From an optimization exercise on the open Yosys and OpenROAD flow, aimed at small area; shortcuts taken in it are not production practice. RTL that was checked went through simulation tests only; none was proved equivalent to the original.

==> module speedMeter, before the edit <==
module speedMeter (
	input  logic                                  CLOCK_50,
	input  logic                                  reset,
	input  logic [2*7-1:0]               encoders,
	input  logic         [16-1:0]        windowUnits,
	input  logic                                  windowRestart,
	output logic [7*(16+1)-1:0] speeds,
	output logic                                  speedValid
);
	localparam logic [7-1:0] invertMask = 7'b0000110;
	logic [6:0]             unitCycle;
	logic [16-1:0] unitCount;
	logic [16-1:0] unitsEff;
	logic                   unitLast;
	logic                   windowEnd;
	assign unitsEff = {windowUnits[16-1:1], windowUnits[0] | (windowUnits == '0)};
	localparam logic [6:0] cycleLast = 100 - 1;
	assign unitLast = &(unitCycle | ~cycleLast);
	logic [16:0] borrow;
	assign borrow[0] = unitLast;
	for (genvar i = 0; i < 16; i++) begin : gCmp
		assign borrow[i+1] = (unitCount[i] & ~unitsEff[i]) | (borrow[i] & (unitCount[i] | ~unitsEff[i]));
	end
	assign windowEnd = borrow[16];
	logic                   windowClear;
	logic                   cycleClear;
	logic [7:0]             cycleCarry;
	logic [6:0]             cycleNext;
	logic [16:0]   unitCarry;
	logic [16-1:0] unitNext;
	assign windowClear = windowRestart | windowEnd;
	assign cycleClear = windowClear | unitLast;
	assign cycleCarry[0] = 1'b1;
	for (genvar i = 0; i < 7; i++) begin : gCycle
		assign cycleCarry[i+1] = cycleCarry[i] & unitCycle[i];
		assign cycleNext[i] = unitCycle[i] ? ~(cycleCarry[i] | cycleClear) : (cycleCarry[i] & ~cycleClear);
	end
	assign unitCarry[0] = unitLast;
	for (genvar i = 0; i < 16; i++) begin : gUnit
		assign unitCarry[i+1] = unitCarry[i] & unitCount[i];
		if (i == 0) begin : gLow
			assign unitNext[i] = unitCount[i] ? (~unitCarry[i] | windowClear) : (unitCarry[i] | windowClear);
		end else begin : gHigh
			assign unitNext[i] = unitCount[i] ? ~(unitCarry[i] | windowClear) : (unitCarry[i] & ~windowClear);
		end
	end
	always_ff @(posedge CLOCK_50 or posedge reset) begin
		if (reset) begin
			unitCycle <= '0;
			unitCount <= 16'(1);
			speedValid <= 1'b0;
		end else begin
			unitCycle <= cycleNext;
			unitCount <= unitNext;
			if (windowEnd)
				speedValid <= 1'b1;
		end
	end
	for (genvar i = 0; i < 7; i++) begin : gAxis
		encoderChannel #(.INVERT(invertMask[i])) channel_i (
			.CLOCK_50  (CLOCK_50),
			.reset     (reset),
			.pins      (encoders[2*i +: 2]),
			.windowEnd (windowEnd),
			.speed     (speeds[i*(16+1)+1 +: 16]),
			.forward   (speeds[i*(16+1)])
		);
	end
endmodule
==> module sensorRegs, before the edit <==
module sensorRegs (
	input  logic                           CLOCK_50,
	input  logic                           reset,
	input  robotSensePkg::regWrite_t                      regWrite,
	input  robotSensePkg::regAddr_t                       regReadAddr,
	input  logic [7*(16+1)-1:0]      speeds,
	input  logic                           speedValid,
	input  robotSensePkg::beaconResult_t                  beacon,
	input  logic                           beaconValid,
	input  robotSensePkg::limitSwitches_t                 limits,
	input  logic                           startCord,
	input  logic         [1:0]             keys,
	input  logic                           id,
	output logic         [16-1:0] regReadData,
	output robotSensePkg::robotConfig_t                   robotConfig,
	output logic                           windowRestart,
	output logic                           int1,
	output logic                           int2
);
	logic [8:0]             sync0;
	logic [8:0]             pinsNow;
	robotSensePkg::limitSwitches_t         limitsSync;
	logic                   startSync;
	logic                   idSync;
	logic [1:0]             keysSync;
	logic [16-1:0] statusWord;
	logic [16-1:0] readWord;
	always_ff @(posedge CLOCK_50 or posedge reset) begin
		if (reset) begin
			sync0 <= '0;
			pinsNow <= '0;
		end else begin
			sync0 <= {keys, startCord, id, limits};
			pinsNow <= sync0;
		end
	end
	assign limitsSync = robotSensePkg::limitSwitches_t'(pinsNow[4:0]);
	assign idSync = pinsNow[5];
	assign startSync = pinsNow[6];
	assign keysSync = pinsNow[8:7];
	always_ff @(posedge CLOCK_50 or posedge reset) begin
		if (reset) begin
			robotConfig.intEnable <= '0;
			robotConfig.auxOut <= '0;
			robotConfig.windowUnits <= 16'(5000);
			windowRestart <= 1'b0;
		end else begin
			windowRestart <= regWrite.strobe && regWrite.addr == robotSensePkg::REG_WINDOW;
			if (regWrite.strobe && regWrite.addr == robotSensePkg::REG_CONFIG) begin
				robotConfig.intEnable <= regWrite.data[1:0];
				robotConfig.auxOut <= regWrite.data[5:4];
			end
			if (regWrite.strobe && regWrite.addr == robotSensePkg::REG_WINDOW)
				robotConfig.windowUnits <= regWrite.data;
		end
	end
	assign int1 = robotConfig.intEnable[0] ? keysSync[0] : 1'b1;
	assign int2 = robotConfig.intEnable[1] ? keysSync[1] : 1'b1;
	assign statusWord = {
		beacon.turn, 1'b0, startSync,
		limitsSync.rakeRight, limitsSync.rakeLeft, limitsSync.gripper,
		limitsSync.right, limitsSync.left,
		speeds[int'(robotSensePkg::AXIS_ODO_RIGHT)*(16+1)], speeds[int'(robotSensePkg::AXIS_ODO_LEFT)*(16+1)],
		speeds[int'(robotSensePkg::AXIS_GRIPPER)*(16+1)],
		speeds[int'(robotSensePkg::AXIS_RAKE_RIGHT)*(16+1)], speeds[int'(robotSensePkg::AXIS_RAKE_LEFT)*(16+1)],
		speeds[int'(robotSensePkg::AXIS_PROP_RIGHT)*(16+1)], speeds[int'(robotSensePkg::AXIS_PROP_LEFT)*(16+1)],
		idSync
	};
	logic [15:0] readSel;
	assign readSel = 16'(1) << regReadAddr;
	always_comb begin
		readWord = {16{readSel[robotSensePkg::REG_STATUS]}} & statusWord;
		for (int a = 0; a < 7; a++) begin
			readWord |= {16{readSel[int'(robotSensePkg::REG_SPEED0) + a] & speedValid}}
				& speeds[a*(16+1)+1 +: 16];
		end
		readWord |= {16{readSel[robotSensePkg::REG_BEACON_START] & beaconValid}} & beacon.startAngle;
		readWord |= {16{readSel[robotSensePkg::REG_BEACON_END] & beaconValid}} & beacon.endAngle;
		readWord |= {16{readSel[robotSensePkg::REG_CONFIG]}}
			& {10'b0, robotConfig.auxOut, 2'b0, robotConfig.intEnable};
		readWord |= {16{readSel[robotSensePkg::REG_WINDOW]}} & robotConfig.windowUnits;
	end
	always_ff @(posedge CLOCK_50 or posedge reset) begin
		if (reset)
			regReadData <= '0;
		else
			regReadData <= readWord;
	end
endmodule
export LEC_CHECK = 0
export CAP_MARGIN = 20
export CORE_MARGIN = 2
export CORE_UTILIZATION = 40
export SLEW_MARGIN = 20
export SYNTH_HIERARCHICAL = 1
create_clock -name core_clock -period 20.0 [get_ports {CLOCK_50}]
standard.sh (not shown) runs the stock make flow with config.mk's settings and CLKGATE_MAP_FILE= SYNTH_SCRIPT=/design/flow/synth_recipe.tcl, a recipe that flattens the netlist after the stock synthesis.
==> flow/flow/run.sh <==
#!/bin/bash
# Standard ORFS layout with three changes: an area-oriented ABC mapping script,
# a clock tree without dummy loads and with larger sink clusters, and the
# smallest buffer on each port.
set -euo pipefail
W=$(pwd)
rm -rf "$W/scripts_own"
cp -r "$FLOW_HOME/scripts" "$W/scripts_own"
cp "$W/flow/abc_area.script" "$W/scripts_own/abc_speed.script"
bash "$W/standard.sh" \
	SCRIPTS_DIR="$W/scripts_own" \
	"CTS_ARGS=-sink_clustering_enable -repair_clock_nets -dont_use_dummy_load -sink_clustering_size 16 -sink_clustering_max_diameter 80 -buf_list {sky130_fd_sc_hd__clkbuf_8 sky130_fd_sc_hd__clkbuf_16} -sink_clustering_buffer sky130_fd_sc_hd__clkbuf_8" \
	"BUFFER_PORTS_ARGS=-buffer_cell sky130_fd_sc_hd__buf_1" \
	finish > "$W/standard.log" 2>&1
==> flow/flow/abc_area.script <==
strash
dc2
dch
amap
Edit:
--- a/flow/design.v
+++ b/flow/design.v
@@ -145,29 +145,24 @@
 	logic [16-1:0] unitsEff;
 	logic                   unitLast;
 	logic                   windowEnd;
 	assign unitsEff = {windowUnits[16-1:1], windowUnits[0] | (windowUnits == '0)};
-	localparam logic [6:0] cycleLast = 100 - 1;
-	assign unitLast = &(unitCycle | ~cycleLast);
+	localparam logic [6:0] cycleLast = 7'b1001011;
+	assign unitLast = (unitCycle == cycleLast);
 	logic [16:0] borrow;
 	assign borrow[0] = unitLast;
 	for (genvar i = 0; i < 16; i++) begin : gCmp
 		assign borrow[i+1] = (unitCount[i] & ~unitsEff[i]) | (borrow[i] & (unitCount[i] | ~unitsEff[i]));
 	end
 	assign windowEnd = borrow[16];
 	logic                   windowClear;
 	logic                   cycleClear;
-	logic [7:0]             cycleCarry;
 	logic [6:0]             cycleNext;
 	logic [16:0]   unitCarry;
 	logic [16-1:0] unitNext;
 	assign windowClear = windowRestart | windowEnd;
 	assign cycleClear = windowClear | unitLast;
-	assign cycleCarry[0] = 1'b1;
-	for (genvar i = 0; i < 7; i++) begin : gCycle
-		assign cycleCarry[i+1] = cycleCarry[i] & unitCycle[i];
-		assign cycleNext[i] = unitCycle[i] ? ~(cycleCarry[i] | cycleClear) : (cycleCarry[i] & ~cycleClear);
-	end
+	assign cycleNext = cycleClear ? 7'd0 : {unitCycle[5:0], ~(unitCycle[6] ^ unitCycle[5])};
 	assign unitCarry[0] = unitLast;
 	for (genvar i = 0; i < 16; i++) begin : gUnit
 		assign unitCarry[i+1] = unitCarry[i] & unitCount[i];
 		if (i == 0) begin : gLow
@@ -346,17 +341,20 @@
 		speeds[int'(robotSensePkg::AXIS_PROP_RIGHT)*(16+1)], speeds[int'(robotSensePkg::AXIS_PROP_LEFT)*(16+1)],
 		idSync
 	};
 	logic [15:0] readSel;
-	assign readSel = 16'(1) << regReadAddr;
+	logic        readHidden;
+	assign readHidden = (regReadAddr >= robotSensePkg::REG_SPEED0 && regReadAddr <= robotSensePkg::REG_SPEED6 && !speedValid)
+		|| ((regReadAddr == robotSensePkg::REG_BEACON_START || regReadAddr == robotSensePkg::REG_BEACON_END) && !beaconValid);
+	assign readSel = readHidden ? 16'd0 : 16'(1) << regReadAddr;
 	always_comb begin
 		readWord = {16{readSel[robotSensePkg::REG_STATUS]}} & statusWord;
 		for (int a = 0; a < 7; a++) begin
-			readWord |= {16{readSel[int'(robotSensePkg::REG_SPEED0) + a] & speedValid}}
+			readWord |= {16{readSel[int'(robotSensePkg::REG_SPEED0) + a]}}
 				& speeds[a*(16+1)+1 +: 16];
 		end
-		readWord |= {16{readSel[robotSensePkg::REG_BEACON_START] & beaconValid}} & beacon.startAngle;
-		readWord |= {16{readSel[robotSensePkg::REG_BEACON_END] & beaconValid}} & beacon.endAngle;
+		readWord |= {16{readSel[robotSensePkg::REG_BEACON_START]}} & beacon.startAngle;
+		readWord |= {16{readSel[robotSensePkg::REG_BEACON_END]}} & beacon.endAngle;
 		readWord |= {16{readSel[robotSensePkg::REG_CONFIG]}}
 			& {10'b0, robotConfig.auxOut, 2'b0, robotConfig.intEnable};
 		readWord |= {16{readSel[robotSensePkg::REG_WINDOW]}} & robotConfig.windowUnits;
 	end
Clock-buffer cell count is unchanged.
Sequential share of layout area rises by 0.43 points.
Maximum frequency hardly moves.
First-iteration DRC count falls by 4.1%.
Via count went down by 0.83%.
Critical path depth is unchanged.
For the first run of this note, only the layout was checked, not whether the RTL still works.

## re-timing with driven ports
Ports are ideal in the flow. The routed layouts listed here were re-timed in OpenROAD. Step 1 assumes that a clkbuf_16 drives the clock port and a buf_2 every other input. Step 2 times the ports against the registers' clock, not the clock port: input delays grow and output delays shrink by t, the midpoint of the rising clock arrivals with the driver on. Three values: ideal ports, drivers, drivers and shift; two values: the first two.
run	t, ns	setup WS [ns]	worst setup path at the end
the first run	0.597	12.500 / 12.500 / 12.500	register to register
the second run	0.593	12.522 / 12.522 / 12.522	register to register
After both steps every run listed still meets setup and hold.
